This is an optimization exercise on Yosys and OpenROAD, whose aim is small area, a short achievable clock period and few clock cycles per item, not a production implementation. Only simulation tests tie the RTL to the original design; equivalence was not proved.

## before
Design edge_reader_top, start of the top module:
module edge_reader_top (
    input  logic                           clk,
    input  logic                           rst,
    input  edge_reader_pkg::vertex_id_t                     in_v_id,
    input  edge_reader_pkg::offset_t                        in_loffset,
    input  edge_reader_pkg::offset_t                        in_roffset,
    input  logic                           in_valid,
    output logic                           in_ready,
    input  logic                           front_iteration_end,
    input  logic       [4-1:0]     edge_stall,
    output edge_reader_pkg::line_addr_t [4-1:0]     edge_addr,
    output edge_reader_pkg::edge_mask_t [4-1:0]     edge_mask,
    output edge_reader_pkg::vertex_id_t [4-1:0]     edge_v_id,
    output logic       [4-1:0]     edge_valid,
    output logic                           iteration_end
);
clock: 5.5 ns
lec_check: 0
abc_area: 1
cap_margin: 20
core_margin: 2
core_utilization: 65
setup_slack_margin: 3.2
slew_margin: 20
buffer_ports_args: -buffer_cell sky130_fd_sc_hd__buf_1
standard.sh (not shown) runs the stock make flow with config.mk's settings and CLKGATE_MAP_FILE= SYNTH_SCRIPT=/design/flow/synth_recipe.tcl, a recipe that flattens the netlist after the stock synthesis.
==> flow/flow/run.sh <==
#!/bin/bash
# The standard layout, with plain buf_1 cells as the port buffers instead of
# the default delay buffers: every input and output port still gets its own
# buffer. Each step's full output goes to standard.log here (and ORFS's own
# per-step logs under orfs/logs).
set -euo pipefail
echo "export BUFFER_PORTS_ARGS = -buffer_cell sky130_fd_sc_hd__buf_1" >> config.mk
bash standard.sh > standard.log 2>&1
before: done, clean on timing, DRC and antenna
Testbench counts of before, summed over its fixed seeds: cycles 22,408, items 38,351.
#### Input delta (after over before)
--- a/flow/design.v
+++ b/flow/design.v
@@ -58,47 +58,54 @@
     logic          i_single;    
     logic          i_two;       
     assign i_lo_hi = in_loffset[OW-1:SW];
     assign i_ro_hi = in_roffset[OW-1:SW];
     assign i_nz = |in_roffset[SW-1:0];
     assign i_single = i_nz ? (i_ro_hi == i_lo_hi) : add_eq(i_lo_hi, i_ro_hi, 2'd1);
     assign i_two = i_nz ? add_eq(i_lo_hi, i_ro_hi, 2'd1) : add_eq(i_lo_hi, i_ro_hi, 2'd2);
+    logic          i_lt;
+    always_comb begin
+        logic above;
+        above = 1'b1;
+        i_lt = 1'b0;
+        for (int i = OW - 1; i >= 0; i--) begin
+            i_lt = i_lt | (above & in_roffset[i] & !in_loffset[i]);
+            above = above & (in_roffset[i] == in_loffset[i]);
+        end
+    end
     typedef struct packed {
         logic [VW-1:0] vid;
         logic [LW-1:0] addr;      
         logic [SW-1:0] lo_lo;
-        logic [LW-1:0] ro_hi;
-        logic [SW-1:0] ro_lo;
-        logic          nz;
+        logic [LW-1:0] lm2;       
+        logic [SW-1:0] hi;        
+        logic          empty;
         logic          single;
         logic          two;
     } vtx_t;
     logic  s_valid, b_valid;
     vtx_t  s_q, b_q;
     logic  s_empty;
-    logic  s_nz;
     logic [SW-1:0] s_hi;          
     logic [7:0]    s_mask;        
-    assign s_empty = !({s_q.addr, s_q.lo_lo} < {s_q.ro_hi, s_q.ro_lo});
-    assign s_nz = s_q.nz;
-    assign s_hi = s_q.ro_lo - 1'b1;
+    assign s_empty = s_q.empty;
+    assign s_hi = s_q.hi;
     logic [LW-1:0] s_lm2;
-    assign s_lm2 = lm2_of(s_q.ro_hi, s_q.nz);
+    assign s_lm2 = s_q.lm2;
     always_comb begin
         for (int b = 0; b < 8; b++)
             s_mask[b] = (SW'(b) >= s_q.lo_lo) && (!s_q.single || (SW'(b) <= s_hi));
     end
     logic [VW-1:0] b_vid;
     logic [LW-1:0] b_addr;
     logic [LW-1:0] b_lm2;
     logic [SW-1:0] b_hi;
     logic          b_single;
     logic          b_two;
     logic [7:0]    b_mask;
-    logic          b_empty;
     logic          xfer_b_r;      
     logic          xfer_s_r;      
     logic          b_open_r;      
     logic [NL-1:0] load_r;        
     logic [VW-1:0] c_vid;
     logic [LW-1:0] c_addr;
     logic [LW-1:0] c_lm2;
@@ -110,15 +117,15 @@
     assign c_vid = xfer_b_r ? b_vid : s_q.vid;
     assign c_addr = xfer_b_r ? b_addr : s_q.addr;
     assign c_lm2 = xfer_b_r ? b_lm2 : s_lm2;
     assign c_hi = xfer_b_r ? b_hi : s_hi;
     assign c_single = xfer_b_r ? b_single : s_q.single;
     assign c_two = xfer_b_r ? b_two : s_q.two;
     assign c_mask = xfer_b_r ? b_mask : s_mask;
-    assign c_empty = xfer_b_r ? b_empty : s_empty;
+    assign c_empty = !xfer_b_r && s_empty;
     logic [NL-1:0]   h_valid;
     logic [NL-1:0]   h_last;
     logic [NL-1:0]   e_valid;
     logic [LW-1:0]   h_addr [NL];
     logic [LW-1:0]   h_lm2 [NL];
     logic [NL-1:0]   h_ne;        
     logic [VW-3:0]   h_vid  [NL];
@@ -150,17 +157,17 @@
     logic [1:0] sl_next, bl_next;
     logic xb_n, xs_n;
     assign take = in_valid && in_ready;
     logic s_open_next;
     assign s_open_next = !sv_next || xs_n || !bv_next || xb_n;
     logic s_en;
     always_ff @(posedge clk) s_en <= s_open_next;
-    assign s_to_b = s_valid && !xfer_s_r && b_open_r;
+    assign s_to_b = s_valid && !s_empty && !xfer_s_r && b_open_r;
     assign bv_next = (b_valid && !xfer_b_r) || s_to_b;
-    assign sv_next = (s_valid && !xfer_s_r && !s_to_b) || take;
+    assign sv_next = (s_valid && !s_empty && !xfer_s_r && !s_to_b) || take;
     assign bl_next = s_to_b ? s_q.vid[1:0] : b_vid[1:0];
     assign sl_next = take ? in_v_id[1:0] : s_q.vid[1:0];
     assign xb_n = bv_next && hf_pred[bl_next];
     assign xs_n = sv_next && hf_pred[sl_next] && !xb_n && !(bv_next && (bl_next == sl_next));
     always_ff @(posedge clk) begin
         if (rst) begin
             s_valid <= 1'b0;
@@ -179,27 +186,26 @@
             in_ready <= s_open_next;
             for (int i = 0; i < NL; i++)
                 load_r[i] <= (xb_n && (bl_next == 2'(i))) || (xs_n && (sl_next == 2'(i)));
         end
     end
     always_ff @(posedge clk) begin
         if (s_en)
-            s_q <= {in_v_id, i_lo_hi, in_loffset[SW-1:0], i_ro_hi, in_roffset[SW-1:0], i_nz,
+            s_q <= {in_v_id, i_lo_hi, in_loffset[SW-1:0], lm2_of(i_ro_hi, i_nz), in_roffset[SW-1:0] - 1'b1, !i_lt,
                     i_single, i_two};
     end
     always_ff @(posedge clk) begin
         if (b_open_r) begin
             b_vid <= s_q.vid;
             b_addr <= s_q.addr;
             b_lm2 <= s_lm2;
             b_hi <= s_hi;
             b_single <= s_q.single;
             b_two <= s_q.two;
             b_mask <= s_mask;
-            b_empty <= s_empty;
         end
     end
     always_ff @(posedge clk) begin
         if (rst) begin
             h_valid <= '0;
             e_valid <= '0;
         end else begin
Min detail-routed net length per standard cell across after and before: before. Compared with before, after shows cell area after synthesis lower by about 0.8%. Compared with before, after shows a higher length of routed met2 wiring. after vs. before: number of sequential storage elements was more or less identical; met1 usage went up by 4.4 points. after against before: area growth from synthesis to layout rose 0.83 points; synthesized-area fraction occupied by ao, oa, aoi and oai cells went down; worst setup margin has decreased.
Testbench counts of after, summed over its fixed seeds: cycles 21,876, items 38,351.

what the ideal ports hide:
The flow's constraints put no driver on any port. The routed layouts listed below were extracted and timed again, unchanged, in two steps. Step 1: set_driving_cell puts a clkbuf_16 on clk and a buf_2 on each other input, an assumption about the parent block. Step 2 times the ports against the registers' clock, not the clock port: input delays grow and output delays shrink by t, the midpoint of the rising clock arrivals with the driver on. a / b / c = ideal ports / drivers / drivers and shift; a / b = the first two.
run | t (ns) | setup WS [ns] | hold slack, ns | worst slew at a driven data input, ns | cell pins on the clock port's net
before | 0.595 | 3.223 / 3.170 / 2.843 | 0.447 / 0.447 / 0.447 | 0.05 | 1
after | 0.588 | 3.122 / 3.069 / 2.619 | 0.449 / 0.449 / 0.449 | 0.05 | 1
After both steps setup and hold are still met in every run listed. For after, which loses most, drivers alone change the setup slack by -0.053 ns; drivers and shift together by -0.503 ns.
